Context: an optimization exercise on an open-source flow, tuned for small area, a short achievable clock period and few clock cycles per item. The choices shown serve that exercise and are no tape-out recipe.
No functional check of the RTL was part of any run shown here.
No activity file was given, so power comes from the tool's default toggle rates.

[flow/run.sh]
#!/bin/bash
# synth_recipe.tcl (not shown) runs the flow's synth.tcl, then flattens the netlist and writes it again
# the make line also repeats each setting of config.mk as NAME=value (left out here)
make -C /OpenROAD-flow-scripts/flow DESIGN_CONFIG=/design/flow/config.mk WORK_HOME=/design/flow/orfs CLKGATE_MAP_FILE= SYNTH_SCRIPT=/design/flow/synth_recipe.tcl finish
[flow/config.mk]
export PLATFORM = sky130hd
export DESIGN_NAME = gated_pulse_count_accumulator
export DESIGN_NICKNAME = gated_pulse_count_accumulator
export VERILOG_FILES = /design/flow/design.v
export SDC_FILE = /design/flow/constraint.sdc
export NUM_CORES = 4
export LEC_CHECK = 0
export CAP_MARGIN = 20
export CORE_MARGIN = 2
export CORE_UTILIZATION = 40
export PLACE_DENSITY = 0.6
export SLEW_MARGIN = 20
[flow/constraint.sdc]
create_clock -name core_clock -period 11.0 [get_ports {clk}]
set_input_delay 2.2000 -clock core_clock [delete_from_list [all_inputs] [get_ports {clk}]]
set_output_delay 2.2000 -clock core_clock [all_outputs]
set_load 0.01 [all_outputs]
[flow/design.v]
`timescale 1ns / 1ps
package gpca_pkg;
	localparam int HW_COUNT_WIDTH = 16;
	localparam int TOTAL_W        = 32;
	localparam int FOLD_W         = 15;
	localparam int WINDOW_W       = 15;
	localparam int DEBOUNCE_W     = 24;
	localparam int CFG_DATA_W     = 24;
	localparam int CFG_IDX_W      = 2;
	localparam logic [CFG_IDX_W-1:0] CFG_ACTIVE_HIGH    = 2'd0;
	localparam logic [CFG_IDX_W-1:0] CFG_DEBOUNCE_US    = 2'd1;
	localparam logic [CFG_IDX_W-1:0] CFG_FOLD_THRESHOLD = 2'd2;
	localparam logic                RST_ACTIVE_HIGH    = 1'b1;
	localparam logic [FOLD_W-1:0]   RST_FOLD_THRESHOLD = 15'd16384;
	localparam int                  ROUND_W     = DEBOUNCE_W + 1;
	localparam logic [ROUND_W-1:0]  ROUND_UP    = 25'd999;
	localparam int                  RECIP_W     = 26;
	localparam logic [RECIP_W-1:0]  RECIP_1000  = 26'd34359739;
	localparam int                  RECIP_SHIFT = 35;
	typedef struct packed {
		logic [31:0]                       now_ms;
		logic signed [HW_COUNT_WIDTH-1:0]  hw_count;
		logic                              pin_level;
	} sample_t;
	typedef struct packed {
		logic               logical_on;
		logic [TOTAL_W-1:0] accepted_pulses;
		logic [TOTAL_W-1:0] raw_pulses;
		logic [TOTAL_W-1:0] ignored_pulses;
		logic [TOTAL_W-1:0] samples_taken;
		logic [TOTAL_W-1:0] folds_done;
		logic [TOTAL_W-1:0] last_accept_ms;
		logic               clear_request;
	} result_t;
	typedef struct packed {
		logic                active_high;
		logic [WINDOW_W-1:0] window_ms;
		logic [FOLD_W-1:0]   fold_threshold;
	} cfg_t;
endpackage
`timescale 1ns / 1ps
module gpca_cfg (
	input  logic                                 clk,
	input  logic                                 arst_n,
	input  logic                                 cfg_we,
	input  logic [gpca_pkg::CFG_IDX_W-1:0]       cfg_index,
	input  logic [gpca_pkg::CFG_DATA_W-1:0]      cfg_wdata,
	output logic                                 active_high,
	output logic [gpca_pkg::WINDOW_W-1:0]        win_q,
	output logic                                 win_rnz,
	output logic [gpca_pkg::FOLD_W-1:0]          fold_threshold,
	output logic                                 busy,
	output logic                                 busy_next    
);
	logic [9:0]  rem_q;      
	logic [3:0]  cnt_q;      
	logic [14:0] quo_q;      
	logic [10:0] trial;
	logic        qbit;
	assign trial = {rem_q, quo_q[14]};
	assign qbit  = (trial >= 11'd1000);
	assign busy  = (cnt_q != 4'd0);
	assign busy_next = (cfg_we && cfg_index == gpca_pkg::CFG_DEBOUNCE_US) || (cnt_q > 4'd1);
	always_ff @(posedge clk or negedge arst_n) begin
		if (!arst_n) begin
			active_high    <= gpca_pkg::RST_ACTIVE_HIGH;
			fold_threshold <= gpca_pkg::RST_FOLD_THRESHOLD;
			rem_q          <= '0;
			quo_q          <= '0;
			cnt_q          <= '0;
		end else begin
			if (cfg_we && cfg_index == gpca_pkg::CFG_ACTIVE_HIGH) begin
				active_high <= cfg_wdata[0];
			end
			if (cfg_we && cfg_index == gpca_pkg::CFG_FOLD_THRESHOLD) begin
				fold_threshold <= cfg_wdata[gpca_pkg::FOLD_W-1:0];
			end
			if (cfg_we && cfg_index == gpca_pkg::CFG_DEBOUNCE_US) begin
				rem_q <= {1'b0, cfg_wdata[23:15]};
				quo_q <= cfg_wdata[14:0];
				cnt_q <= 4'd15;
			end else if (busy) begin
				rem_q <= qbit ? 10'(trial - 11'd1000) : trial[9:0];
				quo_q <= {quo_q[13:0], qbit};
				cnt_q <= cnt_q - 4'd1;
			end
		end
	end
	assign win_q   = quo_q;
	assign win_rnz = (rem_q != '0);
endmodule
`timescale 1ns / 1ps
module gpca_core (
	input  logic                            clk,
	input  logic                            arst_n,
	input  logic                            en,
	input  logic [48:0]                     sample,
	input  logic                            active_high,
	input  logic [gpca_pkg::WINDOW_W-1:0]   win_q,
	input  logic                            win_rnz,
	input  logic [gpca_pkg::FOLD_W-1:0]     thr,
	output logic [193:0]                    result
);
	localparam int TW = gpca_pkg::TOTAL_W;
	logic [15:0]   prev_q;
	logic [TW-1:0] idle_q;
	logic          armed_q;
	logic [TW-1:0] acc_q;
	logic [TW-1:0] raw_q;
	logic [TW-1:0] ign_q;
	logic [TW-1:0] smp_q;
	logic [TW-1:0] fold_q;
	logic [TW-1:0] acct_q;
	logic          on_q;
	logic          clr_q;
	logic [TW-1:0] now;
	logic [15:0]   hw;
	logic          on;
	logic          fold;
	logic [16:0]   dm1;
	logic          pos;
	logic          wz;
	logic          idle_nz;
	logic [TW-1:0] diff;
	logic [TW:0]   late_sum;
	logic          armed_t;
	logic          take;
	logic          hit;
	logic [TW-1:0] d_x;
	logic [TW:0]   raw_s;
	logic [TW:0]   acc_s;
	logic [TW:0]   ign_s;
	assign now = sample[48:17];
	assign hw  = sample[16:1];
	assign on  = active_high ? sample[0] : ~sample[0];
	always_comb begin
		if (hw[15]) fold = ({1'b0, thr} + {1'b0, hw[14:0]}) <= 16'h8000;
		else        fold = (hw[14:0] >= thr);
	end
	assign dm1 = {hw[15], hw} + ~{prev_q[15], prev_q};
	assign pos = !dm1[16];
	assign wz      = (win_q == '0) && !win_rnz;
	assign idle_nz = (idle_q != '0);
	assign diff     = now - idle_q;
	assign late_sum = {1'b0, diff} + {1'b0, ~{{(TW-gpca_pkg::WINDOW_W){1'b0}}, win_q}} + {32'd0, !win_rnz};
	assign armed_t  = armed_q || (!on && (wz || (idle_nz && late_sum[TW])));
	assign take     = pos && !wz && armed_t;     
	assign hit      = pos && (wz || armed_t);    
	assign d_x   = {{(TW-16){1'b0}}, dm1[15:0]};
	assign raw_s = {raw_q, 1'b1} + {d_x, 1'b1};                                
	assign acc_s = {acc_q, 1'b1} + {(wz ? d_x : {TW{1'b0}}), 1'b1};           
	assign ign_s = {ign_q, 1'b1} + {d_x, !armed_t};                            
	always_ff @(posedge clk or negedge arst_n) begin
		if (!arst_n) begin
			prev_q  <= '0;
			idle_q  <= '0;
			armed_q <= 1'b0;
			acc_q   <= '0;
			raw_q   <= '0;
			ign_q   <= '0;
			smp_q   <= '0;
			fold_q  <= '0;
			acct_q  <= '0;
		end else if (en) begin
			prev_q <= fold ? '0 : hw;
			if (on || take) begin
				idle_q <= '0;
			end else if (!idle_nz) begin
				idle_q <= now;
			end
			armed_q <= armed_t && !take;
			if (pos) begin
				raw_q <= raw_s[TW:1];
			end
			if (hit) begin
				acc_q  <= acc_s[TW:1];
				acct_q <= now;
			end
			if (pos && !wz) begin
				ign_q <= ign_s[TW:1];
			end
			smp_q  <= smp_q + TW'(1);
			fold_q <= fold_q + TW'(fold);
		end
	end
	always_ff @(posedge clk) begin
		if (en) begin
			on_q  <= on;
			clr_q <= fold;
		end
	end
	assign result = {on_q, acc_q, raw_q, ign_q, smp_q, fold_q, acct_q, clr_q};
endmodule
`timescale 1ns / 1ps
module gated_pulse_count_accumulator (
	input  logic                             clk,
	input  logic                             arst_n,
	input  logic                             sample_valid,
	output logic                             sample_ready,
	input  logic [48:0]                      sample,
	output logic                             result_valid,
	input  logic                             result_ready,
	output logic [193:0]                     result,
	input  logic                             cfg_we,
	input  logic [gpca_pkg::CFG_IDX_W-1:0]   cfg_index,
	input  logic [gpca_pkg::CFG_DATA_W-1:0]  cfg_wdata
);
	logic                          active_high;
	logic [gpca_pkg::WINDOW_W-1:0] win_q;
	logic                          win_rnz;
	logic [gpca_pkg::FOLD_W-1:0]   thr;
	logic                          busy;
	logic                          busy_next;
	logic                          ready_q;
	logic                          valid_k;
	logic                          valid_s1;
	logic                          valid_s2;
	logic                          adv;
	logic                          load_s1;
	logic                          take_in;
	logic                          valid_k_n;
	logic [48:0]                   skid_q;
	logic [48:0]                   s1_q;
	assign sample_ready = ready_q;
	assign take_in      = sample_valid && ready_q;
	assign adv          = valid_s1 && (!valid_s2 || result_ready);
	assign load_s1      = !valid_s1 || adv;
	assign valid_k_n    = (valid_k || take_in) && !load_s1;
	always_ff @(posedge clk or negedge arst_n) begin
		if (!arst_n) begin
			ready_q  <= 1'b1;
			valid_k  <= 1'b0;
			valid_s1 <= 1'b0;
			valid_s2 <= 1'b0;
		end else begin
			ready_q <= !valid_k_n && !busy_next;
			valid_k <= valid_k_n;
			if (load_s1) begin
				valid_s1 <= valid_k || take_in;
			end
			if (!valid_s2 || result_ready) begin
				valid_s2 <= valid_s1;
			end
		end
	end
	always_ff @(posedge clk) begin
		if (!valid_k) begin
			skid_q <= sample;
		end
	end
	always_ff @(posedge clk) begin
		if (load_s1) begin
			s1_q <= valid_k ? skid_q : sample;
		end
	end
	gpca_cfg u_cfg (
		.clk            (clk),
		.arst_n         (arst_n),
		.cfg_we         (cfg_we),
		.cfg_index      (cfg_index),
		.cfg_wdata      (cfg_wdata),
		.active_high    (active_high),
		.win_q          (win_q),
		.win_rnz        (win_rnz),
		.fold_threshold (thr),
		.busy           (busy),
		.busy_next      (busy_next)
	);
	gpca_core u_core (
		.clk         (clk),
		.arst_n      (arst_n),
		.en          (adv),
		.sample      (s1_q),
		.active_high (active_high),
		.win_q       (win_q),
		.win_rnz     (win_rnz),
		.thr         (thr),
		.result      (result)
	);
	assign result_valid = valid_s2;
endmodule
==> summary.txt, run 1 <==
Logic synthesis
  – Mean Syn Cell Area: 10.2 um^2
  – Ys async rst share: 74.4%
  – Number of synthesized flops with an enable pin: 51
  – Cell count after synthesis: 2119
  – #FFs+latches synth: 390
  – Ys Warns: 3
  – Syn_nets: 2353
  – Distinct cells, synth: 79
  – Synthesized cell area: 0.0215 mm^2
  – Main synth FF type: dfrtp_1
  – Sequential area share after synthesis: about 45%

Global route
  – Largest net degree at the start of global routing: 89
  – Antenna violations before repair: 0
  – Vias in the first global route: 16.3k
  – Global-route wire length before repair: 88600 um
  – GRT Total Usage: 19.7%
  – GRT overflow: 0

Routing
  – Vias per cell: around 5.3
  – Starting DRC count in detailed routing: 716
  – Avg WL per Cell: 17.7 um
  – Final WL: around 55000 um
  – # DRC: 0
  – Drt pass-1 iters: 5
  – Antenna-violating nets left: 0
  – Vias: 16.5k

Finish
  – Antenna cells: 0
  – Syn-to-layout area delta: 23.9%
  – Util after Layout: between 50% and 60%
  – Finished Cell Area: 0.0267 mm^2
  – Layout cells sized above 1: 9.24%
  – Final #Nets: 2631

Setup path
  – Crit path max-delay cell type: fa_1
  – Critical path's top delay family: compound AO/OA/AOI/OAI gates
  – Setup Crit Path Kind: flop to flop
  – Reg2reg setup slack: 3.88 ns
  – Worst-path fanout max: 7
  – Slowest Stage Delay on Critical Path: between 0.4 and 0.5 ns
  – Required @ worst endpoint: 11.50 ns
  – Arrival time worst endpoint: 7.62 ns
  – CP Launch Type: flop
  – CP endpoint kind: flop
  – Worst Path Buf+Inv: 1
  – Cell mode on critical path: a21oi_1

Floorplanning
  – Num rows: 84
  – Top-Level Pins: 276
  – Total die area: ~0.056 mm^2
  – DIE HEIGHT: 236 um
  – Floorplan die width: around 240 um
  – Core Box Area: 0.0529 mm^2
  – Initial Utilization: 40.7%

Clock tree
  – Clk pin slew, worst setup/hold paths: 0.06 ns
  – Post-cts repair resize count: 0
  – Clock Sinks: 390
  – H-tree depth: 2
  – Clk root buf: clkbuf_16
  – CTS buffer count: 46
  – Hold-fix buffers, CTS: 0
  – Max clock buf depth: 3
  – Post-CTS setup buffer count: 0
  – CTS tree: built
  – Worst-Skew Late Latency: 0.58 ns

Power
  – Worst VDD drop: 0.146 mV
  – Leakage: 11.6 nW
  – Power Density: 235 mW/mm^2
  – Tot Pwr: 6.25 mW

STA
  – Relative slew slack: 35.7%
  – Final Max Tran Viols: 0
  – Fin crit period: 7.12 ns
  – Max Clock Skew: 0.0259 ns
  – Endpoints failing hold: 0
  – WHS: 0.470 ns
  – Worst-Margin Slew: 0.965 ns
  – Maximum clock rate: 140 MHz
  – Fin crit share: 64.7%
  – RSZ-0062 raised after global routing: no
  – Setup Viol. Count Final: 0
  – Setup TNS: 0 ns

Job
  – Max-cap viol count: 0

Place
  – GP Congestion: 0.922
  – Final HPWL DP: 41600 um
  – Port bufs: 275
  – Area post-placement: 0.0250 mm^2

Hold path
  – HP Class: flop to flop

Status
  – Status: finished clean
routing by layer:
layer  part of all wire, %  GRT usage [%]  vias up
met5                     0              0        -
li1                      -              -     8128
met2                    49           34.0      323
met3                   4.3           3.00       72
met4                   2.4           5.83        0
met1                    45           25.6     7993
logic make-up (layout without fill, tap and decap cells):
| logic type | after synthesis | count (layout) | share of synthesized area, % |
|---|---|---|---|
| AOI/OAI and AO/OA | 487 | 487 | 15.1 |
| xor gates and xnor gates | 193 | 193 | 7.86 |
| adders and majority gates | 154 | 154 | 9.17 |
| buffers and inverters | 206 | 521 | 3.74 |
| DFF | 390 | 390 | 45.4 |
| muxes | 106 | 106 | 5.51 |
| and+or+nand+nor | 583 | 583 | 13.2 |
sequential cells by signal (all words and copies together), names as in the netlist, 16 cells and up:
signal         cells
u_core.ign_q      32
u_core.acct_q     32
u_core.acc_q      32
u_core.fold_q     32
u_core.raw_q      32
u_core.idle_q     32
u_core.smp_q      32
u_core.prev_q     16
s1_q              49
skid_q            49
placed cells by master (no fill, tap or decap), types with 7 or more instances in the layout:
cell	instances
buf_4	13
nand3_1	52
a21o_1	29
o21ai_0	126
and2_1	19
nor4_1	26
or3_1	9
a21oi_1	117
nor3_1	27
nand4_1	38
a22o_1	48
and3_1	29
ha_1	148
nor2_1	117
o211ai_1	19
o21ai_1	7
a211oi_1	13
xor2_1	64
dfxtp_1	49
xnor2_1	129
clkdlybuf4s50_1	274
clkbuf_8	11
nand2_1	198
o2111ai_1	7
clkbuf_16	47
inv_1	146
a31oi_1	13
nor2b_1	14
o21bai_1	16
o21a_1	20
mux2_2	100
nand2b_1	15
dfrtp_1	286
o31ai_1	12
edfxtp_1	51
and4_1	10
report_power, final:
part	switching (mW)	internal (mW)
clock network	0.627	0.999
logic	1.48	1.19
registers	0.229	1.72
Yosys cell counts, drive strengths merged, types with 21 or more instances:
| cell | count | area, um^2 |
|---|---|---|
| a21o | 29 | 218 |
| a21oi | 123 | 642 |
| a22o | 48 | 420 |
| and2 | 21 | 134 |
| and3 | 29 | 181 |
| buf | 26 | 129 |
| clkbuf | 33 | 124 |
| dfrtp | 287 | 7180 |
| dfxtp | 49 | 981 |
| edfxtp | 51 | 1530 |
| ha | 148 | 1850 |
| inv | 147 | 552 |
| mux2 | 100 | 1130 |
| nand2 | 198 | 743 |
| nand3 | 52 | 260 |
| nand4 | 38 | 238 |
| nor2 | 118 | 443 |
| nor3 | 28 | 140 |
| nor4 | 27 | 184 |
| o21ai | 135 | 687 |
| xnor2 | 129 | 1130 |
| xor2 | 64 | 561 |
stage by stage:
step | setup slack [ns] | cells
detailed placement | 3.97 | 3037
CTS | 3.93 | 3122
global placement | 4.19 | 3037
finish | 3.88 | 3122
floorplan | 5.09 | 2119
global route | 3.31 | 3122
path summary, 6_finish.rpt:
| kind | from | to | depth (start not counted) |
|---|---|---|---|
| setup / recovery | s1_q[17] | u_core.ign_q[31] | 29 |
| hold / removal | skid_q[12] | skid_q[12] | 1 |
| setup reg to reg | s1_q[17] | u_core.ign_q[31] | 29 |
| hold reg to reg | skid_q[12] | skid_q[12] | 1 |
| max in group asynchronous | arst_n | u_core.acct_q[24] | 3 |
| min in group asynchronous | arst_n | u_core.smp_q[24] | 1 |
layout make-up:
class / instances / area [um^2]
clock buffers: 63 / 1350
inverters: 147 / 552
fillers: 4831 / 26200
well taps: 688 / 861
flip-flops and latches: 390 / 9770
multi-input cells: 1523 / 11000
repair buffers: 289 / 2870
clock inverters: 22 / 285
==> run 2: changes to the inputs <==
--- a/flow/design.v
+++ b/flow/design.v
@@ -90,6 +90,40 @@
 	assign win_rnz = (rem_q != '0);
 endmodule
 `timescale 1ns / 1ps
+module gpca_add #(
+	parameter int W = 32
+) (
+	input  logic [W-1:0] a,
+	input  logic [W-1:0] b,
+	input  logic         cin,
+	output logic [W-1:0] s,
+	output logic         cout
+);
+	localparam int L = $clog2(W);
+	logic [W-1:0] g [0:L];
+	logic [W-1:0] p [0:L];
+	logic [W:0]   c;
+	assign g[0] = a & b;
+	assign p[0] = a ^ b;
+	for (genvar l = 0; l < L; l++) begin : g_lvl
+		for (genvar i = 0; i < W; i++) begin : g_bit
+			if (((i >> l) & 1) == 1) begin : g_node
+				localparam int J = ((i >> l) << l) - 1;
+				assign g[l+1][i] = g[l][i] | (p[l][i] & g[l][J]);
+				assign p[l+1][i] = p[l][i] & p[l][J];
+			end else begin : g_pass
+				assign g[l+1][i] = g[l][i];
+				assign p[l+1][i] = p[l][i];
+			end
+		end
+	end
+	assign c[0] = cin;
+	for (genvar i = 0; i < W; i++) begin : g_carry
+		assign c[i+1] = g[L][i] | (p[L][i] & cin);
+	end
+	assign s    = p[0] ^ c[W-1:0];
+	assign cout = c[W];
+endmodule
 module gpca_core (
 	input  logic                            clk,
 	input  logic                            arst_n,
@@ -116,40 +150,83 @@
 	logic [TW-1:0] now;
 	logic [15:0]   hw;
 	logic          on;
-	logic          fold;
-	logic [16:0]   dm1;
-	logic          pos;
-	logic          wz;
-	logic          idle_nz;
-	logic [TW-1:0] diff;
-	logic [TW:0]   late_sum;
-	logic          armed_t;
-	logic          take;
-	logic          hit;
-	logic [TW-1:0] d_x;
-	logic [TW:0]   raw_s;
-	logic [TW:0]   acc_s;
-	logic [TW:0]   ign_s;
 	assign now = sample[48:17];
 	assign hw  = sample[16:1];
 	assign on  = active_high ? sample[0] : ~sample[0];
-	always_comb begin
-		if (hw[15]) fold = ({1'b0, thr} + {1'b0, hw[14:0]}) <= 16'h8000;
-		else        fold = (hw[14:0] >= thr);
+	logic [14:0] fp_s;
+	logic        fp_c;
+	logic [14:0] fn_s;
+	logic        fn_c;
+	logic [14:0] fn_z;
+	logic        fold;
+	gpca_add #(.W(15)) u_fold_pos (.a(hw[14:0]), .b(~thr), .cin(1'b1), .s(fp_s), .cout(fp_c));
+	gpca_add #(.W(15)) u_fold_neg (.a(hw[14:0]), .b(thr), .cin(1'b0), .s(fn_s), .cout(fn_c));
+	assign fn_z[0] = hw[0] ^ thr[0];
+	for (genvar i = 1; i < 15; i++) begin : g_fz
+		assign fn_z[i] = (hw[i] ^ thr[i]) ^ (hw[i-1] | thr[i-1]);
 	end
-	assign dm1 = {hw[15], hw} + ~{prev_q[15], prev_q};
-	assign pos = !dm1[16];
+	assign fold = hw[15] ? (!fn_c || (fn_z == '0)) : fp_c;
+	logic [15:0] dm1;
+	logic        dm1_c;
+	logic        pos;
+	gpca_add #(.W(16)) u_dm1 (.a(hw), .b(~prev_q), .cin(1'b0), .s(dm1), .cout(dm1_c));
+	assign pos = !(hw[15] ^ !prev_q[15] ^ dm1_c);
+	logic        wz;
+	logic        idle_nz;
+	logic [14:0] la_s;
+	logic        la_c;
+	logic [14:0] csa_x;
+	logic [14:0] csa_y;
+	logic [15:0] lb_s;
+	logic        lb_c;
+	logic        lo_ge;
+	logic [16:0] hx;
+	logic [16:0] hy;
+	logic [16:0] hz;
+	logic        hi_eq0;
+	logic        hi_eq1;
+	logic        hi_zero;
+	logic        late;
 	assign wz      = (win_q == '0) && !win_rnz;
 	assign idle_nz = (idle_q != '0);
-	assign diff     = now - idle_q;
-	assign late_sum = {1'b0, diff} + {1'b0, ~{{(TW-gpca_pkg::WINDOW_W){1'b0}}, win_q}} + {32'd0, !win_rnz};
-	assign armed_t  = armed_q || (!on && (wz || (idle_nz && late_sum[TW])));
-	assign take     = pos && !wz && armed_t;     
-	assign hit      = pos && (wz || armed_t);    
-	assign d_x   = {{(TW-16){1'b0}}, dm1[15:0]};
-	assign raw_s = {raw_q, 1'b1} + {d_x, 1'b1};                                
-	assign acc_s = {acc_q, 1'b1} + {(wz ? d_x : {TW{1'b0}}), 1'b1};           
-	assign ign_s = {ign_q, 1'b1} + {d_x, !armed_t};                            
+	gpca_add #(.W(15)) u_lo_a (.a(now[14:0]), .b(~idle_q[14:0]), .cin(1'b1), .s(la_s), .cout(la_c));
+	assign csa_x = now[14:0] ^ ~idle_q[14:0] ^ ~win_q;
+	assign csa_y = (now[14:0] & ~idle_q[14:0]) | (now[14:0] & ~win_q) | (~idle_q[14:0] & ~win_q);
+	gpca_add #(.W(16)) u_lo_b (.a({1'b0, csa_x}), .b({csa_y, !win_rnz}), .cin(1'b1), .s(lb_s), .cout(lb_c));
+	assign lo_ge = la_c ? lb_c : (lb_c || lb_s[15]);
+	assign hx = now[31:15];
+	assign hy = ~idle_q[31:15];
+	assign hz[0] = hx[0] ^ hy[0];
+	for (genvar i = 1; i < 17; i++) begin : g_hz
+		assign hz[i] = (hx[i] ^ hy[i]) ^ (hx[i-1] | hy[i-1]);
+	end
+	assign hi_eq0  = (now[31:15] == idle_q[31:15]);
+	assign hi_eq1  = (hz == '0);
+	assign hi_zero = la_c ? hi_eq0 : hi_eq1;
+	assign late    = !hi_zero || lo_ge;
+	logic armed_t;
+	logic take;
+	logic hit;
+	assign armed_t = armed_q || (!on && (wz || (idle_nz && late)));
+	assign take    = pos && !wz && armed_t;     
+	assign hit     = pos && (wz || armed_t);    
+	logic [TW-1:0] d_x;
+	logic [TW-1:0] raw_s;
+	logic [TW-1:0] acc_s;
+	logic [TW-1:0] ign_s;
+	logic [TW-1:0] smp_s;
+	logic [TW-1:0] fold_s;
+	logic          raw_c;
+	logic          acc_c;
+	logic          ign_c;
+	logic          smp_c;
+	logic          fold_c;
+	assign d_x = {{(TW-16){1'b0}}, dm1};
+	gpca_add #(.W(TW)) u_raw  (.a(raw_q),  .b(d_x),                     .cin(1'b1),     .s(raw_s),  .cout(raw_c));
+	gpca_add #(.W(TW)) u_acc  (.a(acc_q),  .b(wz ? d_x : {TW{1'b0}}),   .cin(1'b1),     .s(acc_s),  .cout(acc_c));
+	gpca_add #(.W(TW)) u_ign  (.a(ign_q),  .b(d_x),                     .cin(!armed_t), .s(ign_s),  .cout(ign_c));
+	gpca_add #(.W(TW)) u_smp  (.a(smp_q),  .b({TW{1'b0}}),              .cin(1'b1),     .s(smp_s),  .cout(smp_c));
+	gpca_add #(.W(TW)) u_fold (.a(fold_q), .b({TW{1'b0}}),              .cin(fold),     .s(fold_s), .cout(fold_c));
 	always_ff @(posedge clk or negedge arst_n) begin
 		if (!arst_n) begin
 			prev_q  <= '0;
@@ -170,17 +247,17 @@
 			end
 			armed_q <= armed_t && !take;
 			if (pos) begin
-				raw_q <= raw_s[TW:1];
+				raw_q <= raw_s;
 			end
 			if (hit) begin
-				acc_q  <= acc_s[TW:1];
+				acc_q  <= acc_s;
 				acct_q <= now;
 			end
 			if (pos && !wz) begin
-				ign_q <= ign_s[TW:1];
+				ign_q <= ign_s;
 			end
-			smp_q  <= smp_q + TW'(1);
-			fold_q <= fold_q + TW'(fold);
+			smp_q  <= smp_s;
+			fold_q <= fold_s;
 		end
 	end
 	always_ff @(posedge clk) begin
==> summary.txt, run 2 <==
Job
  – Max-cap viol count: 0

STA
  – WHS: 0.469 ns
  – Fin crit share: 50.9%
  – Setup TNS: 0 ns
  – Final Max Tran Viols: 0
  – RSZ-0062 raised after global routing: no
  – Worst-Margin Slew: 1.06 ns
  – Max Clock Skew: 0.0287 ns
  – Fin crit period: 5.60 ns
  – Relative slew slack: approximately 29%
  – Endpoints failing hold: 0
  – Setup Viol. Count Final: 0
  – Maximum clock rate: 179 MHz

Routing
  – Vias: 14.2k
  – Antenna-violating nets left: 0
  – # DRC: 0
  – Final WL: 48800 um
  – Drt pass-1 iters: 5
  – Starting DRC count in detailed routing: 912
  – Vias per cell: around 5.1
  – Avg WL per Cell: roughly 17 um

Finish
  – Commonest cells after routing, fill and taps aside: dfrtp_1, clkdlybuf4s50_1, nand2_1
  – Final #Nets: roughly 2.4k
  – Syn-to-layout area delta: 24.4%
  – Most common cell after layout, fill and taps aside: dfrtp_1
  – Antenna cells: 0
  – Finished Cell Area: about 0.025 mm^2
  – Util after Layout: between 50% and 60%
  – Largest registers: s1_q (49), skid_q (49)
  – Layout cells sized above 1: 9.05%

Clock tree
  – Worst-Skew Late Latency: 0.59 ns
  – Post-cts repair resize count: 0
  – Post-CTS setup buffer count: 0
  – CTS buffer count: 44
  – H-tree depth: 2
  – Clk root buf: clkbuf_16
  – Clock Sinks: 390
  – Max clock buf depth: 3
  – Hold-fix buffers, CTS: 0
  – CTS tree: built
  – Clk pin slew, worst setup/hold paths: 0.06 ns

Logic synthesis
  – Most common cell in the synthesized netlist: dfrtp_1
  – Distinct cells, synth: between 70 and 80
  – Synth top cells by count: dfrtp_1, nand2_1, ha_1
  – Synth area leader: dfrtp_1
  – Synthesized cell area: 0.0200 mm^2
  – Ys async rst share: approximately three quarters
  – Syn_nets: about 2.1k
  – Mean Syn Cell Area: 10.9 um^2
  – Number of synthesized flops with an enable pin: 51
  – Sequential area share after synthesis: about half
  – Ys Warns: 12
  – Cell count after synthesis: approximately 1.8k
  – Top cell type's share of synthesized area: 35.9%
  – Ranking of synthesized cells by area: dfrtp_1, ha_1, edfxtp_1
  – #FFs+latches synth: 390
  – Main synth FF type: dfrtp_1

Hold path
  – HP Class: flop to flop
  – Hold path depth: 1

Power
  – Combinational Power Share: a little over two fifths
  – Proportion of power drawn by the clock network: 24.3%
  – Sw Ratio: a little over a third
  – Internal Power: between 3 and 4 mW
  – Power Density: about 240 mW/mm^2
  – Sequential share of power: 33.6%
  – Net Sw Power: 2.17 mW
  – Worst VDD drop: 0.106 mV
  – Leakage: 11.2 nW

Setup path
  – R2R depth: 17
  – Worst-path fanout max: 12
  – Reg2reg setup slack: 5.40 ns
  – Arrival time worst endpoint: ~6.1 ns
  – CP endpoint kind: flop
  – Setup Crit Path Kind: flop to flop
  – Slowest Stage Delay on Critical Path: 0.66 ns
  – Crit-path cells: or4_1, nor4_1, nand4_2, inv_1, nand2_1, ha_1, o21a_1, o21a_1, nor2_1, o21ai_0, a2111oi_0, o31ai_1, o31ai_1, a211oi_2, and4_1, nand3_1, xnor2_1
  – Crit path max-delay cell type: a211oi_2
  – CP Launch Type: flop
  – Required @ worst endpoint: roughly 11 ns

Floorplanning
  – Top-Level Pins: 276
  – Floorplan die width: approximately 230 um
  – Total die area: 0.0518 mm^2
  – Num rows: 81
  – Initial Utilization: 40.7%
  – DIE HEIGHT: 228 um
  – Core Box Area: slightly below 0.05 mm^2

Global route
  – Global-route wire length before repair: 77700 um
  – GRT Total Usage: 19.1%
  – Antenna violations before repair: 1
  – Vias in the first global route: around 14k
  – Largest net degree at the start of global routing: 104
  – GRT overflow: 0

Place
  – Area post-placement: approximately 0.023 mm^2
  – Port bufs: about 280
  – GP Congestion: roughly 0.87
  – Final HPWL DP: roughly 36000 um

Status
  – Status: finished clean
run 2: power by group through the flow:
stage / Sequential (mW) / Clock [mW] / Combinational, mW
finish: 1.99 / 1.44 / 2.50
detailed placement: 2.02 / 0 / 2.50
CTS: 1.99 / 1.49 / 2.51
global placement: 2.00 / 0 / 2.43
global route: 2.03 / 1.54 / 2.80
floorplan: 2.00 / 0 / 1.67
run 2: per-layer routing:
| metal | vias up | global-route usage, % | routed length [um] |
|---|---|---|---|
| li1 | 6886 | - | - |
| met1 | 6928 | 26.6 | 22900 |
| met2 | 306 | 30.7 | 22500 |
| met3 | 81 | 2.74 | 2130 |
| met4 | 0 | 6.33 | 1320 |
| met5 | - | 0 | 0 |
run 2: critical path, delay by kind of cell (launching register included):
family | cells | cell delay (ns)
AO/OA/AOI/OAI | 7 | 2.39
XOR/XNOR | 1 | 0.13
adder cells (fa/ha/maj) | 1 | 0.31
buffers and inverters | 1 | 0.42
flip-flops | 1 | 0.39
AND/OR/NAND/NOR | 7 | 1.81
run 2: cell families after synthesis:
kind of cell | after synthesis | share of synthesized area (%)
compound gates | 300 | 9.85
xor+xnor | 195 | 8.55
fa+ha+maj | 186 | 12.4
buf+inv | 191 | 3.80
flops | 390 | 48.9
mux | 92 | 5.17
simple gates | 475 | 11.3
run 2: area by class of cell:
class | instances | area, um^2
repair buffers | 290 | 2870
well taps | 664 | 831
clock buffers | 55 | 1200
flip-flops and latches | 390 | 9770
inverters | 136 | 510
multi-input cells | 1248 | 9470
fillers | 4381 | 24300
clock inverters | 24 | 206
run 2: final timing paths:
check | to | start
worst min register to register | skid_q[46] | skid_q[46]
worst max-delay path | u_core.acc_q[31] | u_cfg.quo_q[12]
min in group asynchronous | u_core.acc_q[29] | arst_n
worst min-delay path | skid_q[46] | skid_q[46]
worst max register to register | u_core.acc_q[31] | u_cfg.quo_q[12]
max in group asynchronous | valid_k | arst_n
run 2: per-stage QoR:
stage	power, mW	setup WS [ns]	instances
after floorplan	3.66	6.58	1829
after global placement	4.44	5.23	2728
after detailed placement	4.52	5.49	2728
after CTS	5.99	5.43	2807
after global routing	6.37	5.01	2807
final	5.94	5.40	2807
==> run 3: changes to the inputs <==
--- a/flow/config.mk
+++ b/flow/config.mk
@@ -9,4 +9,5 @@
 export CORE_MARGIN = 2
 export CORE_UTILIZATION = 40
 export PLACE_DENSITY = 0.6
+export SETUP_SLACK_MARGIN = 5
 export SLEW_MARGIN = 20
==> summary.txt, run 3 <==
Status
  – Status: finished clean

Power
  – Power Density: 239 mW/mm^2
  – Proportion of power drawn by the clock network: 24.3%
  – Net Sw Power: approximately 2.2 mW
  – Combinational Power Share: 42.1%
  – Sequential share of power: 33.6%
  – Worst VDD drop: 0.106 mV
  – Internal Power: approximately 3.8 mW
  – Leakage: about 11 nW
  – Sw Ratio: around 36%

Clock tree
  – Clk root buf: clkbuf_16
  – Clk pin slew, worst setup/hold paths: 0.06 ns
  – CTS buffer count: 44
  – Max clock buf depth: 3
  – CTS tree: built
  – Hold-fix buffers, CTS: 0
  – H-tree depth: 2
  – Post-CTS setup buffer count: 0
  – Worst-Skew Late Latency: between 0.5 and 0.6 ns
  – Clock Sinks: 390
  – Post-cts repair resize count: 0

Routing
  – Vias per cell: 5.06
  – # DRC: 0
  – Avg WL per Cell: approximately 17 um
  – Starting DRC count in detailed routing: 912
  – Vias: approximately 14k
  – Final WL: between 40000 and 50000 um
  – Antenna-violating nets left: 0
  – Drt pass-1 iters: 5

Setup path
  – Worst-path fanout max: 12
  – CP Launch Type: flop
  – Setup Crit Path Kind: flop to flop
  – Required @ worst endpoint: 11.46 ns
  – CP endpoint kind: flop
  – Arrival time worst endpoint: between 6 and 7 ns
  – R2R depth: 17

Logic synthesis
  – Number of synthesized flops with an enable pin: 51
  – #FFs+latches synth: 390
  – Distinct cells, synth: 73
  – Most common cell in the synthesized netlist: dfrtp_1
  – Mean Syn Cell Area: 10.9 um^2
  – Top cell type's share of synthesized area: 35.9%
  – Syn_nets: 2095
  – Main synth FF type: dfrtp_1
  – Synth area leader: dfrtp_1
  – Synth top cells by count: dfrtp_1, nand2_1, ha_1
  – Ys Warns: 12
  – Sequential area share after synthesis: 48.9%
  – Cell count after synthesis: ~1.8k
  – Ys async rst share: 74.4%
  – Ranking of synthesized cells by area: dfrtp_1, ha_1, edfxtp_1
  – Synthesized cell area: ~0.02 mm^2

Finish
  – Largest registers: s1_q (49), skid_q (49)
  – Syn-to-layout area delta: 24.4%
  – Final #Nets: 2376
  – Commonest cells after routing, fill and taps aside: dfrtp_1, clkdlybuf4s50_1, nand2_1
  – Most common cell after layout, fill and taps aside: dfrtp_1
  – Layout cells sized above 1: under 10%
  – Fill count: between 4k and 5k
  – Final std cells w/o fill: 2807
  – Antenna cells: 0

Floorplanning
  – DIE HEIGHT: 228 um
  – Floorplan die width: 228 um
  – Num rows: 81
  – Total die area: 0.0518 mm^2
  – Top-Level Pins: 276
  – Core Box Area: 0.0492 mm^2
  – Initial Utilization: 40.7%

Global route
  – GR peak layer: met2
  – Met1 global-route usage: 26.6%
  – Antenna violations before repair: 1
  – Global-route wire length before repair: between 70000 and 80000 um
  – GRT overflow: 0
  – Largest net degree at the start of global routing: approximately 100
  – GR Layer Usage met3: around 2.7%
  – Met2 Use GR: between 30 and 40%
  – GRT Total Usage: between 10% and 20%
  – Vias in the first global route: ~14k

STA
  – Setup Viol. Count Final: 0
  – Endpoints failing hold: 0
  – Fin crit share: 50.9%
  – Maximum clock rate: approximately 180 MHz
  – Relative slew slack: 29.2%
  – Max Clock Skew: 0.0287 ns
  – Fin crit period: between 5 and 6 ns
  – Worst-Margin Slew: 1.06 ns
  – RSZ-0062 raised after global routing: no
  – Final Max Tran Viols: 0
  – Setup TNS: 0 ns

Hold path
  – Hold path depth: 1
  – HP Class: flop to flop

Place
  – GP Congestion: 0.869
  – Cell count after placement: around 2.7k
  – Port bufs: 275
  – Final HPWL DP: about 36000 um

Job
  – Max-cap viol count: 0
[run 3: cell counts after synthesis]
No cell type changed its count.
[run 3: metrics by stage]
stage | worst slack, ns | power, mW | cell area, um^2 | hold WS [ns] | util [%]
final | 5.40 | 5.94 | 24900 | 0.469 | 50.6
after global routing | 5.01 | 6.37 | 24900 | 0.486 | 50.6
after CTS | 5.43 | 5.99 | 24900 | 0.473 | 50.6
after detailed placement | 5.49 | 4.52 | 23500 | 0.458 | 47.7
after global placement | 5.23 | 4.44 | 23500 | 0.452 | 47.7
after floorplan | 6.58 | 3.66 | 20000 | 0.446 | -
[run 3: final cells by class]
| type | instances | area, um^2 | share of cell area [%] |
|---|---|---|---|
| multi-input combinational | 1248 | 9470 | 38.1 |
| clock inverter | 24 | 206 | 0.830 |
| inverter | 136 | 510 | 2.05 |
| tap | 664 | 831 | 3.34 |
| sequential | 390 | 9770 | 39.3 |
| timing repair buffer | 290 | 2870 | 11.5 |
| clock buffer | 55 | 1200 | 4.84 |
[run 3: power groups by stage]
stage / clock, mW / combinational, mW / sequential, mW
after CTS: 1.49 / 2.51 / 1.99
after detailed placement: 0 / 2.50 / 2.02
final: 1.44 / 2.50 / 1.99
after global placement: 0 / 2.43 / 2.00
after global routing: 1.54 / 2.80 / 2.03
after floorplan: 0 / 1.67 / 2.00
[run 3: critical path, cell delays in order, from the launching register on]
cell and delay [ns]:
dfrtp_1 0.39, or4_1 0.54, nor4_1 0.25, nand4_2 0.39, inv_1 0.42, nand2_1 0.13
ha_1 0.31, o21a_1 0.15, o21a_1 0.15, nor2_1 0.06, o21ai_0 0.45, a2111oi_0 0.27
o31ai_1 0.51, o31ai_1 0.20, a211oi_2 0.66, and4_1 0.34, nand3_1 0.10, xnor2_1 0.13
[run 3: logic make-up after synthesis]
logic type | synth area share, %
flip-flops | 48.9
XOR/XNOR | 8.55
buffers and inverters | 3.80
AND/OR/NAND/NOR | 11.3
adder cells (fa/ha/maj) | 12.4
AO/OA/AOI/OAI | 9.85
multiplexers | 5.17
[run 3: worst paths after layout]
path / from / to / slack, ns
max: u_cfg.quo_q[12] / u_core.acc_q[31] / 5.40
min: skid_q[46] / skid_q[46] / 0.47
max reg2reg: u_cfg.quo_q[12] / u_core.acc_q[31] / 5.40
min reg2reg: skid_q[46] / skid_q[46] / 0.47
max in group asynchronous: arst_n / valid_k / 7.19
min in group asynchronous: arst_n / u_core.acc_q[29] / 1.62
[run 3: layer usage]
layer	vias to the layer above	wire, um
li1	6886	-
met1	6928	22900
met2	306	22500
met3	81	2130
met4	0	1320
met5	-	0
==> run 4: changes to the inputs <==
--- a/flow/design.v
+++ b/flow/design.v
@@ -48,6 +48,7 @@
 	output logic                                 active_high,
 	output logic [gpca_pkg::WINDOW_W-1:0]        win_q,
 	output logic                                 win_rnz,
+	output logic                                 win_zero,    
 	output logic [gpca_pkg::FOLD_W-1:0]          fold_threshold,
 	output logic                                 busy,
 	output logic                                 busy_next    
@@ -56,11 +57,26 @@
 	logic [3:0]  cnt_q;      
 	logic [14:0] quo_q;      
 	logic [10:0] trial;
+	logic [9:0]  rem_n;
+	logic [14:0] quo_n;
+	logic        rnz_q;
+	logic        wz_q;
 	logic        qbit;
 	assign trial = {rem_q, quo_q[14]};
 	assign qbit  = (trial >= 11'd1000);
 	assign busy  = (cnt_q != 4'd0);
 	assign busy_next = (cfg_we && cfg_index == gpca_pkg::CFG_DEBOUNCE_US) || (cnt_q > 4'd1);
+	always_comb begin
+		rem_n = rem_q;
+		quo_n = quo_q;
+		if (cfg_we && cfg_index == gpca_pkg::CFG_DEBOUNCE_US) begin
+			rem_n = {1'b0, cfg_wdata[23:15]};
+			quo_n = cfg_wdata[14:0];
+		end else if (busy) begin
+			rem_n = qbit ? 10'(trial - 11'd1000) : trial[9:0];
+			quo_n = {quo_q[13:0], qbit};
+		end
+	end
 	always_ff @(posedge clk or negedge arst_n) begin
 		if (!arst_n) begin
 			active_high    <= gpca_pkg::RST_ACTIVE_HIGH;
@@ -68,6 +84,8 @@
 			rem_q          <= '0;
 			quo_q          <= '0;
 			cnt_q          <= '0;
+			rnz_q          <= 1'b0;
+			wz_q           <= 1'b1;
 		end else begin
 			if (cfg_we && cfg_index == gpca_pkg::CFG_ACTIVE_HIGH) begin
 				active_high <= cfg_wdata[0];
@@ -76,18 +94,19 @@
 				fold_threshold <= cfg_wdata[gpca_pkg::FOLD_W-1:0];
 			end
 			if (cfg_we && cfg_index == gpca_pkg::CFG_DEBOUNCE_US) begin
-				rem_q <= {1'b0, cfg_wdata[23:15]};
-				quo_q <= cfg_wdata[14:0];
 				cnt_q <= 4'd15;
 			end else if (busy) begin
-				rem_q <= qbit ? 10'(trial - 11'd1000) : trial[9:0];
-				quo_q <= {quo_q[13:0], qbit};
 				cnt_q <= cnt_q - 4'd1;
 			end
+			rem_q <= rem_n;
+			quo_q <= quo_n;
+			rnz_q <= (rem_n != '0);
+			wz_q  <= (rem_n == '0) && (quo_n == '0);
 		end
 	end
-	assign win_q   = quo_q;
-	assign win_rnz = (rem_q != '0);
+	assign win_q    = quo_q;
+	assign win_rnz  = rnz_q;
+	assign win_zero = wz_q;
 endmodule
 `timescale 1ns / 1ps
 module gpca_add #(
@@ -132,6 +151,7 @@
 	input  logic                            active_high,
 	input  logic [gpca_pkg::WINDOW_W-1:0]   win_q,
 	input  logic                            win_rnz,
+	input  logic                            win_zero,
 	input  logic [gpca_pkg::FOLD_W-1:0]     thr,
 	output logic [193:0]                    result
 );
@@ -187,7 +207,7 @@
 	logic        hi_eq1;
 	logic        hi_zero;
 	logic        late;
-	assign wz      = (win_q == '0) && !win_rnz;
+	assign wz      = win_zero;
 	assign idle_nz = (idle_q != '0);
 	gpca_add #(.W(15)) u_lo_a (.a(now[14:0]), .b(~idle_q[14:0]), .cin(1'b1), .s(la_s), .cout(la_c));
 	assign csa_x = now[14:0] ^ ~idle_q[14:0] ^ ~win_q;
@@ -285,6 +305,7 @@
 	logic                          active_high;
 	logic [gpca_pkg::WINDOW_W-1:0] win_q;
 	logic                          win_rnz;
+	logic                          win_zero;
 	logic [gpca_pkg::FOLD_W-1:0]   thr;
 	logic                          busy;
 	logic                          busy_next;
@@ -339,6 +360,7 @@
 		.active_high    (active_high),
 		.win_q          (win_q),
 		.win_rnz        (win_rnz),
+		.win_zero       (win_zero),
 		.fold_threshold (thr),
 		.busy           (busy),
 		.busy_next      (busy_next)
@@ -351,6 +373,7 @@
 		.active_high (active_high),
 		.win_q       (win_q),
 		.win_rnz     (win_rnz),
+		.win_zero    (win_zero),
 		.thr         (thr),
 		.result      (result)
 	);
--- a/flow/config.mk
+++ b/flow/config.mk
@@ -9,5 +9,4 @@
 export CORE_MARGIN = 2
 export CORE_UTILIZATION = 40
 export PLACE_DENSITY = 0.6
-export SETUP_SLACK_MARGIN = 5
 export SLEW_MARGIN = 20
==> summary.txt, run 4 <==
Status
  – Status: finished clean

Setup path
  – CP endpoint kind: flop
  – Reg2reg setup slack: 5.99 ns
  – Setup Crit Path Kind: flop to flop
  – Critical path's top delay family: compound AO/OA/AOI/OAI gates
  – Worst-path fanout max: 8
  – Arrival time worst endpoint: 5.46 ns
  – CP Launch Type: flop
  – Slowest Stage Delay on Critical Path: 0.47 ns
  – Crit-path cells: ha_1, fa_1, a211oi_1, o21ai_1, and3_1, nor2_1, o21bai_1, a21oi_1, xnor2_1, and2_1, ha_1, inv_1, o21bai_1, a21o_1, a21o_1, a221oi_1, o21ai_0, nand2_1, nor2_1, nand4_1, xnor2_1
  – Worst Path Buf+Inv: 1
  – Required @ worst endpoint: 11.45 ns
  – Crit path max-delay cell type: fa_1

Logic synthesis
  – Most common cell in the synthesized netlist: dfrtp_1
  – Syn_nets: 2149
  – Ys async rst share: 74.5%
  – Synthesized cell area: slightly above 0.02 mm^2
  – Distinct cells, synth: 73
  – Ys Warns: 12
  – Cell count after synthesis: 1885
  – #FFs+latches synth: between 300 and 400
  – Sequential area share after synthesis: 48.5%
  – Main synth FF type: dfrtp_1
  – Synth top cells by count: dfrtp_1, nand2_1, ha_1
  – Synth area leader: dfrtp_1
  – Number of synthesized flops with an enable pin: 51
  – Top cell type's share of synthesized area: 35.6%
  – Mean Syn Cell Area: between 10 and 15 um^2
  – Ranking of synthesized cells by area: dfrtp_1, ha_1, edfxtp_1

Routing
  – Drt pass-1 iters: 5
  – Antenna-violating nets left: 0
  – Vias: 14.6k
  – Vias per cell: 5.09
  – Starting DRC count in detailed routing: between 900 and 1k
  – Avg WL per Cell: 17.5 um
  – Final WL: 50300 um
  – # DRC: 0

Clock tree
  – Clk pin slew, worst setup/hold paths: approximately 0.06 ns
  – Max clock buf depth: 3
  – Post-CTS setup buffer count: 0
  – Worst-Skew Late Latency: 0.58 ns
  – Hold-fix buffers, CTS: 0
  – CTS buffer count: 46
  – Clk root buf: clkbuf_16
  – Post-cts repair resize count: 0
  – CTS tree: built
  – Clock Sinks: 392
  – H-tree depth: 2

STA
  – Setup Viol. Count Final: 0
  – Endpoints failing hold: 0
  – Relative slew slack: 34.7%
  – Setup TNS: 0 ns
  – Worst-Margin Slew: 0.979 ns
  – Final Max Tran Viols: 0
  – Fin crit period: 5.01 ns
  – Fin crit share: 45.5%
  – Max Clock Skew: ~0.016 ns
  – RSZ-0062 raised after global routing: no
  – Maximum clock rate: 200 MHz

Finish
  – Syn-to-layout area delta: 24.8%
  – Final std cells w/o fill: 2877
  – Most common cell after layout, fill and taps aside: dfrtp_1
  – Layout cells sized above 1: 8.71%
  – Largest registers: s1_q (49), skid_q (49)
  – Final #Nets: 2430
  – Commonest cells after routing, fill and taps aside: dfrtp_1, clkdlybuf4s50_1, nand2_1
  – Fill count: 4566
  – Storage element area: 0.00983 mm^2
  – Area of the multi-input gates: 0.00966 mm^2
  – Util after Layout: 50.5%

Global route
  – Largest net degree at the start of global routing: 91
  – Vias in the first global route: between 10k and 15k
  – Antenna violations before repair: 1
  – Global-route wire length before repair: 80600 um
  – GRT Total Usage: between 15 and 20%
  – GRT overflow: 0

Power
  – Leakage: 11.3 nW
  – Tot Pwr: 6.40 mW
  – Power Density: 253 mW/mm^2
  – Sequential share of power: 32.1%
  – Sw Ratio: between 30 and 40%
  – Proportion of power drawn by the clock network: 24.2%
  – Combinational Power Share: 43.7%
  – Net Sw Power: 2.39 mW
  – Worst VDD drop: 0.130 mV
  – Internal Power: 4.01 mW

Floorplanning
  – Floorplan die width: 229 um
  – Core Box Area: 0.0501 mm^2
  – Total die area: about 0.052 mm^2
  – DIE HEIGHT: 229 um
  – Num rows: slightly above 80
  – Top-Level Pins: 276
  – Initial Utilization: 40.5%

Job
  – Max-cap viol count: 0

Place
  – Port bufs: 275
  – Final HPWL DP: 37100 um
  – Cell count after placement: 2790
  – GP Congestion: ~0.87

Hold path
  – HP Class: flop to flop
run 4: cell count changes in the layout (fill, tap and decap cells not counted), moves of 7 or more:
cell,before,now
a31oi_1,9,18
clkbuf_1,5,15
clkinv_2,10,2
inv_1,136,147
nand2_1,183,209
nor2b_1,16,9
nor3_1,22,34
xnor2_1,138,123
xor2_1,57,65
run 4: path summary, 6_finish.rpt:
kind / startpoint / end / depth (start not counted)
worst max-delay path: s1_q[1] / u_core.acc_q[27] / 21
worst max register to register: s1_q[1] / u_core.acc_q[27] / 21
worst min-delay path: u_core.smp_q[31] / u_core.smp_q[31] / 1
max in group asynchronous: arst_n / u_core.acc_q[31] / 3
worst min register to register: u_core.smp_q[31] / u_core.smp_q[31] / 1
min in group asynchronous: arst_n / u_core.fold_q[12] / 1
run 4: area by class of cell:
type / count / share of cell area [%]
Clock inverter: 16 / 0.707
Sequential cell: 392 / 38.8
Tap cell: 672 / 3.32
Timing Repair Buffer: 290 / 11.3
Antenna cell: 1 / 0.00989
Inverter: 147 / 2.18
Multi-Input combinational cell: 1289 / 38.2
Clock buffer: 70 / 5.40
run 4: routing by layer:
layer	part of all wire, %	wire length, um	track usage [%]	up-vias
met4	2.3	1140	6.19	0
met3	4.5	2280	2.91	65
li1	-	-	-	7096
met1	46	23100	26.2	7173
met5	0	0	0	-
met2	47	23900	31.5	298
run 4: cells by family (layout without fill, tap and decap cells):
logic type	after synthesis	in the layout	synth area share [%]
buf+inv	204	523	3.95
fa+ha+maj	184	184	12.1
compound gates	308	308	9.88
other cells	0	1	0
xor+xnor	189	189	8.26
simple gates	525	525	12.8
flops	392	392	48.5
mux	83	83	4.59
run 4: worst reg2reg max path, delay by kind of cell, from the launching register on:
| family | cells | cell delay, ns |
|---|---|---|
| compound gates | 9 | 1.60 |
| xor+xnor | 2 | 0.35 |
| fa+ha+maj | 3 | 1.01 |
| buf+inv | 1 | 0.07 |
| flops | 1 | 0.46 |
| simple gates | 6 | 1.38 |
run 4: power by group through the flow:
stage               registers [mW]  clock network (mW)  logic (mW)
finish                        2.06                1.55        2.80
floorplan                     2.05                   0        1.89
detailed placement            2.08                   0        2.81
CTS                           2.06                1.59        2.82
global route                  2.10                1.66        3.14
global placement              2.08                   0        2.73
run 4: per-stage QoR:
stage               worst slack [ns]  instance area [um^2]  hold WS, ns
finish                          5.99                 25300        0.467
global route                    5.49                 25300        0.482
CTS                             5.91                 25300        0.473
detailed placement              5.68                 23700        0.459
global placement                5.72                 23700        0.454
floorplan                       6.66                 20300        0.446
==> run 5: changes to the inputs <==
==> flow/flow/run.sh (new file) <==
#!/bin/bash
# Own layout flow: the standard layout (standard.sh, unchanged synthesis,
# floorplan, power grid, placement, CTS and routing) with two changes:
#  - ports are buffered with sky130_fd_sc_hd__buf_2 instead of the default
#    delay buffer;
#  - timing repair aims for extra setup slack (SETUP_SLACK_MARGIN).
# Each tool's full output stays in orfs/logs; make's output goes to standard.log.
set -euo pipefail
export BUFFER_PORTS_ARGS="-buffer_cell sky130_fd_sc_hd__buf_2"
export SETUP_SLACK_MARGIN=6
bash standard.sh > standard.log 2>&1
==> flow/standard.sh (new file) <==
#!/bin/bash
# synth_recipe.tcl (not shown) runs the flow's synth.tcl, then flattens the netlist and writes it again
# the make line also repeats each setting of config.mk as NAME=value (left out here)
make -C /OpenROAD-flow-scripts/flow DESIGN_CONFIG=/design/flow/config.mk WORK_HOME=/design/flow/orfs CLKGATE_MAP_FILE= SYNTH_SCRIPT=/design/flow/synth_recipe.tcl "${@:-finish}"
removed: flow/run.sh
==> summary.txt, run 5 <==
Logic synthesis
  – #FFs+latches synth: 392
  – Number of synthesized flops with an enable pin: 51
  – Distinct cells, synth: 73
  – Ranking of synthesized cells by area: dfrtp_1, ha_1, edfxtp_1
  – Most common cell in the synthesized netlist: dfrtp_1
  – Ys Warns: 12
  – Synthesized cell area: a little over 0.02 mm^2
  – Syn_nets: 2149
  – Synth top cells by count: dfrtp_1, nand2_1, ha_1
  – Top cell type's share of synthesized area: 35.6%
  – Ys async rst share: 74.5%
  – Synth area leader: dfrtp_1
  – Cell count after synthesis: 1885
  – Main synth FF type: dfrtp_1
  – Sequential area share after synthesis: 48.5%
  – Mean Syn Cell Area: ~11 um^2

Place
  – Cell count after placement: 2790
  – GP Congestion: between 0.8 and 0.9
  – Area post-placement: 0.0224 mm^2
  – Port bufs: ~280
  – Final HPWL DP: roughly 37000 um
  – Place WS: around 6 ns

Power
  – Leakage: about 12 nW
  – Worst VDD drop: 0.111 mV
  – Tot Pwr: 6.27 mW
  – Power Density: 261 mW/mm^2

Clock tree
  – H-tree depth: 2
  – Clk pin slew, worst setup/hold paths: roughly 0.06 ns
  – Hold-fix buffers, CTS: 0
  – Clk root buf: clkbuf_16
  – Clock Sinks: 392
  – Post-CTS setup buffer count: 0
  – Worst-Skew Late Latency: 0.58 ns
  – CTS tree: built
  – Max clock buf depth: 3
  – CTS buffer count: 45

Finish
  – Util after Layout: 47.9%
  – Layout cells sized above 1: 22.3%
  – Most common cell after layout, fill and taps aside: dfrtp_1
  – Commonest cells after routing, fill and taps aside: dfrtp_1, buf_2, nand2_1
  – Final #Nets: 2430
  – Largest registers: s1_q (49), skid_q (49)
  – Finished Cell Area: approximately 0.024 mm^2
  – Final std cells w/o fill: between 2k and 3k
  – Antenna cells: 0
  – Syn-to-layout area delta: 18.4%

Global route
  – Antenna violations before repair: 0
  – Vias in the first global route: ~15k
  – GRT Total Usage: between 10% and 20%
  – Largest net degree at the start of global routing: 97
  – Global-route wire length before repair: 80300 um
  – GRT overflow: 0

STA
  – Setup Viol. Count Final: 0
  – Maximum clock rate: 214 MHz
  – Worst-Margin Slew: roughly 0.96 ns
  – Setup TNS: 0 ns
  – Final worst slack: 6.32 ns
  – Max Clock Skew: 0.0352 ns
  – Fin crit share: 42.6%
  – Endpoints failing hold: 0
  – Relative slew slack: 35.9%
  – Final Max Tran Viols: 0
  – RSZ-0062 raised after global routing: yes
  – Fin crit period: 4.68 ns
  – WHS: between 0.4 and 0.5 ns

Routing
  – Avg WL per Cell: approximately 18 um
  – Antenna-violating nets left: 0
  – Met1 WL: 23400 um
  – Met2 WL: roughly 24000 um
  – # DRC: 0
  – Met3 routed WL: 2460 um
  – Final WL: between 50000 and 60000 um
  – Uppermost layer routed: met4
  – Starting DRC count in detailed routing: 793
  – Vias: about 15k
  – Drt pass-1 iters: 5
  – Vias per cell: a little over 5

Setup path
  – Worst Path Buf+Inv: 1
  – Worst-path fanout max: 8
  – CP endpoint kind: flop
  – Required @ worst endpoint: 11.43 ns
  – Setup Crit Path Kind: flop to flop
  – Crit-path cells: ha_1, fa_2, a211oi_2, o21ai_1, and3_1, nor2_1, o21bai_1, a21oi_1, xnor2_1, and2_1, ha_1, inv_1, o21bai_1, a21o_1, a21o_1, a221oi_2, o21ai_1, nand2_1, nor2_2, nand4_1, xnor2_1
  – Launch point of the worst reg-to-reg path: s1_q[1]
  – Slowest Stage Delay on Critical Path: 0.46 ns
  – CP Launch Type: flop
  – Beginning of the critical path: s1_q[1]
  – Crit path max-delay cell type: edfxtp_1
  – Arrival time worst endpoint: 5.11 ns
  – Critical path's top delay family: compound AO/OA/AOI/OAI gates

Status
  – Status: finished clean

Floorplanning
  – Floorplan die width: 229 um
  – Initial Utilization: 40.5%
  – Top-Level Pins: 276
  – Total die area: 0.0525 mm^2
  – Num rows: 82
  – Core Box Area: 0.0501 mm^2
  – DIE HEIGHT: 229 um

Hold path
  – HP Class: flop to flop
  – Hold path start: u_core.ign_q[31]

Job
  – Max-cap viol count: 0
-- run 5: layer usage --
| layer | GRT usage [%] | vias up |
|---|---|---|
| li1 | - | 7112 |
| met1 | 26.1 | 7126 |
| met2 | 31.4 | 331 |
| met3 | 3.57 | 72 |
| met4 | 4.91 | 0 |
| met5 | 0 | - |
-- run 5: logic make-up (layout without fill, tap and decap cells) --
family                     after synthesis  after routing  share of synthesized area [%]
and+or+nand+nor                        525            525                           12.8
DFF                                    392            392                           48.5
AOI/OAI and AO/OA                      308            308                           9.88
buffers and inverters                  204            520                           3.95
xor gates and xnor gates               189            189                           8.26
adders and majority gates              184            184                           12.1
muxes                                   83             83                           4.59
-- run 5: area by class of cell --
class / instances / area (um^2)
inverters: 147 / 552
clock inverters: 19 / 233
fillers: 4693 / 26100
flip-flops and latches: 392 / 9830
multi-input cells: 1289 / 9730
clock buffers: 63 / 1320
repair buffers: 291 / 1510
well taps: 672 / 841
-- run 5: power by group --
part | switching, mW | internal, mW
Sequential | 0.273 | 1.78
Combinational | 1.51 | 1.16
Clock | 0.617 | 0.931
Total | 2.40 | 3.87
-- run 5: worst paths after layout --
kind	to	slack (ns)	cells after the start
max	u_core.acc_q[24]	6.32	21
min	u_core.ign_q[31]	0.46	1
max reg2reg	u_core.acc_q[24]	6.32	21
min reg2reg	u_core.ign_q[31]	0.46	1
max in group asynchronous	u_core.raw_q[1]	7.24	3
min in group asynchronous	u_core.fold_q[10]	1.66	1
-- run 5: timing repair --
item / 4_1_cts / 5_1_grt
gates cloned: 0 / 0
endpoints found under the setup margin: 23 / 50
gates resized for setup: 7 / 8
endpoints found under the hold margin: 0 / 0
-- run 5: worst reg2reg max path, delay by kind of cell, from the launching register on --
family / cells / cell delay [ns]
buffers and inverters: 1 / 0.07
DFF: 1 / 0.46
AOI/OAI and AO/OA: 9 / 1.47
and+or+nand+nor: 6 / 1.25
adders and majority gates: 3 / 0.95
xor gates and xnor gates: 2 / 0.33
==> run 6: changes to the inputs <==
--- a/flow/flow/run.sh
+++ b/flow/flow/run.sh
@@ -7,5 +7,5 @@
 # Each tool's full output stays in orfs/logs; make's output goes to standard.log.
 set -euo pipefail
 export BUFFER_PORTS_ARGS="-buffer_cell sky130_fd_sc_hd__buf_2"
-export SETUP_SLACK_MARGIN=6
+export SETUP_SLACK_MARGIN=7.5
 bash standard.sh > standard.log 2>&1
==> summary.txt, run 6 <==
Status
  – Status: finished clean

Logic synthesis
  – Top cell type's share of synthesized area: 35.6%
  – Synth top cells by count: dfrtp_1, nand2_1, ha_1
  – Most common cell in the synthesized netlist: dfrtp_1
  – Ys Warns: 12
  – Distinct cells, synth: 73
  – Main synth FF type: dfrtp_1
  – Synthesized cell area: 0.0203 mm^2
  – Syn_nets: 2149
  – Ranking of synthesized cells by area: dfrtp_1, ha_1, edfxtp_1
  – Mean Syn Cell Area: 10.8 um^2
  – Sequential area share after synthesis: 48.5%
  – #FFs+latches synth: 392
  – Number of synthesized flops with an enable pin: 51
  – Synth area leader: dfrtp_1
  – Ys async rst share: 74.5%
  – Cell count after synthesis: around 1.9k

Hold path
  – Hold path depth: 1
  – Hold path start: u_core.ign_q[31]
  – Endpoint, Worst Hold: u_core.ign_q[31]
  – HP Class: flop to flop

STA
  – Endpoints failing hold: 0
  – Max Clock Skew: 0.0292 ns
  – Final Max Tran Viols: 0
  – WHS: 0.458 ns
  – Maximum clock rate: about 220 MHz
  – Worst-Margin Slew: 0.906 ns
  – Final worst slack: 6.52 ns
  – Setup Viol. Count Final: 0
  – RSZ-0062 raised after global routing: yes
  – Fin crit share: 40.7%
  – Relative slew slack: 39.6%
  – Setup TNS: 0 ns
  – Fin crit period: between 4 and 5 ns

Clock tree
  – Max clock buf depth: 3
  – Worst-Skew Late Latency: 0.60 ns
  – Clock Sinks: 392
  – CTS buffer count: 46
  – CTS tree: built
  – Hold-fix buffers, CTS: 0
  – Clk pin slew, worst setup/hold paths: 0.06 ns
  – Clk root buf: clkbuf_16
  – H-tree depth: 2

Global route
  – GRT Total Usage: 21.8%
  – Vias in the first global route: between 15k and 20k
  – Largest net degree at the start of global routing: just over 100
  – GRT overflow: 0
  – Antenna violations before repair: 2
  – Global-route wire length before repair: 90100 um

Setup path
  – Worst Path Buf+Inv: 5
  – Arrival time worst endpoint: 4.95 ns
  – Slowest Stage Delay on Critical Path: 0.61 ns
  – Launch point of the worst reg-to-reg path: s1_q[1]
  – CP Launch Type: flop
  – Required @ worst endpoint: around 11 ns
  – Setup Crit Path Kind: flop to flop
  – RR Endpoint: u_core.acc_q[12]
  – Reg2reg setup slack: 6.52 ns
  – Worst-path fanout max: 4
  – CP endpoint kind: flop
  – Critical path's top delay family: compound AO/OA/AOI/OAI gates
  – Crit-path cells: ha_2, fa_2, buf_4, buf_6, a21o_1, a21o_1, fa_2, buf_6, and2_4, ha_4, a21o_1, a21oi_4, a31oi_4, buf_6, buf_6, a21o_1, a21oi_2, o21bai_1, a21oi_1, xor2_1, o21ai_1
  – R2R depth: 21
  – Crit path max-delay cell type: fa_2

Floorplanning
  – Top-Level Pins: ~280
  – Floorplan die width: 229 um
  – Initial Utilization: 40.5%
  – DIE HEIGHT: 229 um
  – Total die area: 0.0525 mm^2
  – Num rows: 82
  – Core Box Area: 0.0501 mm^2

Power
  – Worst VDD drop: 0.173 mV
  – Leakage: 13.3 nW
  – Power Density: 274 mW/mm^2

Finish
  – Syn-to-layout area delta: 37.0%
  – Commonest cells after routing, fill and taps aside: dfrtp_1, buf_2, nand2_1
  – Final std cells w/o fill: 3056
  – Largest registers: s1_q (49), skid_q (49)
  – Layout cells sized above 1: between 30% and 40%
  – Most common cell after layout, fill and taps aside: dfrtp_1
  – Final #Nets: 2609
  – Fill count: 4326
  – Finished Cell Area: ~0.028 mm^2

Routing
  – Avg WL per Cell: 19.2 um
  – Vias per cell: 5.22
  – Final WL: about 60000 um
  – # DRC: 0
  – Drt pass-1 iters: 5
  – Starting DRC count in detailed routing: 803
  – Vias: 15.9k
  – Antenna-violating nets left: 0

Place
  – Port bufs: approximately 280
  – Area post-placement: 0.0227 mm^2
  – GP Congestion: roughly 0.88
  – Place WS: between 6 and 7 ns
  – Cell count after placement: 2788
  – Final HPWL DP: 37700 um

Job
  – Max-cap viol count: 0
run 6: cell count changes in the layout (fill, tap and decap cells not counted), moves of 18 or more:
cell / previous run / this run
nor2_1: 77 / 59
ha_1: 164 / 136
nand2_1: 209 / 184
a21oi_1: 66 / 44
buf_6: 2 / 29
o21ai_2: 1 / 26
ha_4: 0 / 24
a21oi_2: 1 / 20
buf_12: 0 / 22
o21ai_1: 15 / 33
o21ai_0: 80 / 34
buf_4: 14 / 119
run 6: power breakdown:
| group | switching (mW) | leakage, nW | internal (mW) |
|---|---|---|---|
| registers | 0.293 | 4.77 | 1.78 |
| logic | 2.06 | 7.78 | 1.92 |
| clock network | 0.647 | 0.751 | 0.918 |
| total | 3.00 | 13.3 | 4.62 |
run 6: routing by layer:
metal	vias to the layer above	routed length, um	part of all wire [%]	GRT usage (%)
met2	444	28000	48	35.8
met4	0	1900	3.2	7.61
met1	7915	25800	44	29.1
met5	-	0	0	0
li1	7482	-	-	-
met3	108	3100	5.3	4.02
run 6: cell type report:
type	count	area (um^2)	share of cell area [%]
inverter	147	576	2.07
timing repair buffer	467	3640	13.1
multi-input combinational	1289	11300	40.8
antenna	1	2.50	0.00901
clock inverter	29	287	1.03
sequential	392	9830	35.4
clock buffer	57	1260	4.55
tap	672	841	3.03
timing repair inverter	2	17.5	0.0631
run 6: cells by family (layout without fill, tap and decap cells):
kind of cell,Yosys count,in the layout,synth area share [%]
simple gates,525,525,12.8
xor+xnor,189,189,8.26
compound gates,308,308,9.88
mux,83,83,4.59
other cells,0,1,0
buf+inv,204,702,3.95
fa+ha+maj,184,184,12.1
flops,392,392,48.5
run 6: through the flow:
| stage | total power, mW | util [%] |
|---|---|---|
| 2_1_floorplan | 4.02 | - |
| 5_1_grt | 8.08 | 55.5 |
| 4_1_cts | 7.13 | 53.3 |
| 3_3_place_gp | 4.73 | 45.4 |
| 6_report | 7.61 | 55.5 |
| 3_5_place_dp | 4.81 | 45.4 |
run 6: worst reg2reg max path: cells and delay by family, from the launching register on:
family,cells,cell delay [ns]
AOI/OAI and AO/OA,10,1.59
DFF,1,0.42
buffers and inverters,5,0.63
adders and majority gates,4,1.42
and+or+nand+nor,1,0.14
xor gates and xnor gates,1,0.15
run 6: how the worst max path moves through the flow:
| stage | from | to | slack, ns | cells past startpoint |
|---|---|---|---|---|
| 3_3_place_gp | s1_q[24] | u_core.acct_q[9] | 6.09 | 11 |
| 2_1_floorplan | s1_q[1] | u_core.raw_q[25] | 6.87 | 19 |
| 5_1_grt | s1_q[1] | u_core.raw_q[25] | 6.34 | 19 |
| 3_5_place_dp | s1_q[24] | u_core.acct_q[9] | 6.05 | 11 |
| 4_1_cts | s1_q[1] | u_core.raw_q[25] | 6.50 | 19 |
| 6_report | s1_q[1] | u_core.acc_q[12] | 6.52 | 21 |
run 6: what timing repair did:
action                     4_1_cts  5_1_grt
resized for setup              194      143
gates cloned                    19        1
pin swaps                       92      116
setup buffers                  108       53
setup endpoints to repair      186      187

[what the ideal ports hide]
The flow's constraints put no driver on any port. The routed layouts listed below were extracted and timed again, unchanged, in two steps. Step 1 sets driving cells, clkbuf_16 on the clock port and buf_2 on the other inputs (assumed; they add their load-dependent delay and slew). Step 2 also shifts input and output timing later by t, the mid clock arrival at the registers, as if the neighbouring blocks saw the same clock. Three values: ideal ports, drivers, drivers and shift; two values: the first two.
run | t (ns) | setup slack, ns | hold slack, ns | worst setup path after step 2 | worst register clock-pin slew, ns
run 1 | 0.621 | 3.882 / 3.882 / 3.882 | 0.470 / 0.470 / 0.470 | register to register | 0.06 / 0.06
run 2 | 0.633 | 5.399 / 5.399 / 5.399 | 0.469 / 0.469 / 0.469 | register to register | 0.06 / 0.06
run 3 | 0.633 | 5.399 / 5.399 / 5.399 | 0.469 / 0.469 / 0.469 | register to register | 0.06 / 0.06
run 4 | 0.628 | 5.990 / 5.990 / 5.614 | 0.467 / 0.467 / 0.467 | input to register | 0.06 / 0.06
run 5 | 0.625 | 6.318 / 6.318 / 6.206 | 0.460 / 0.460 / 0.460 | input to register | 0.06 / 0.06
run 6 | 0.643 | 6.520 / 6.520 / 6.520 | 0.458 / 0.458 / 0.458 | register to register | 0.06 / 0.06
After both steps every run listed still meets setup and hold. For run 4, which loses most, drivers alone change the setup slack by 0.000 ns; drivers and shift together by -0.376 ns.
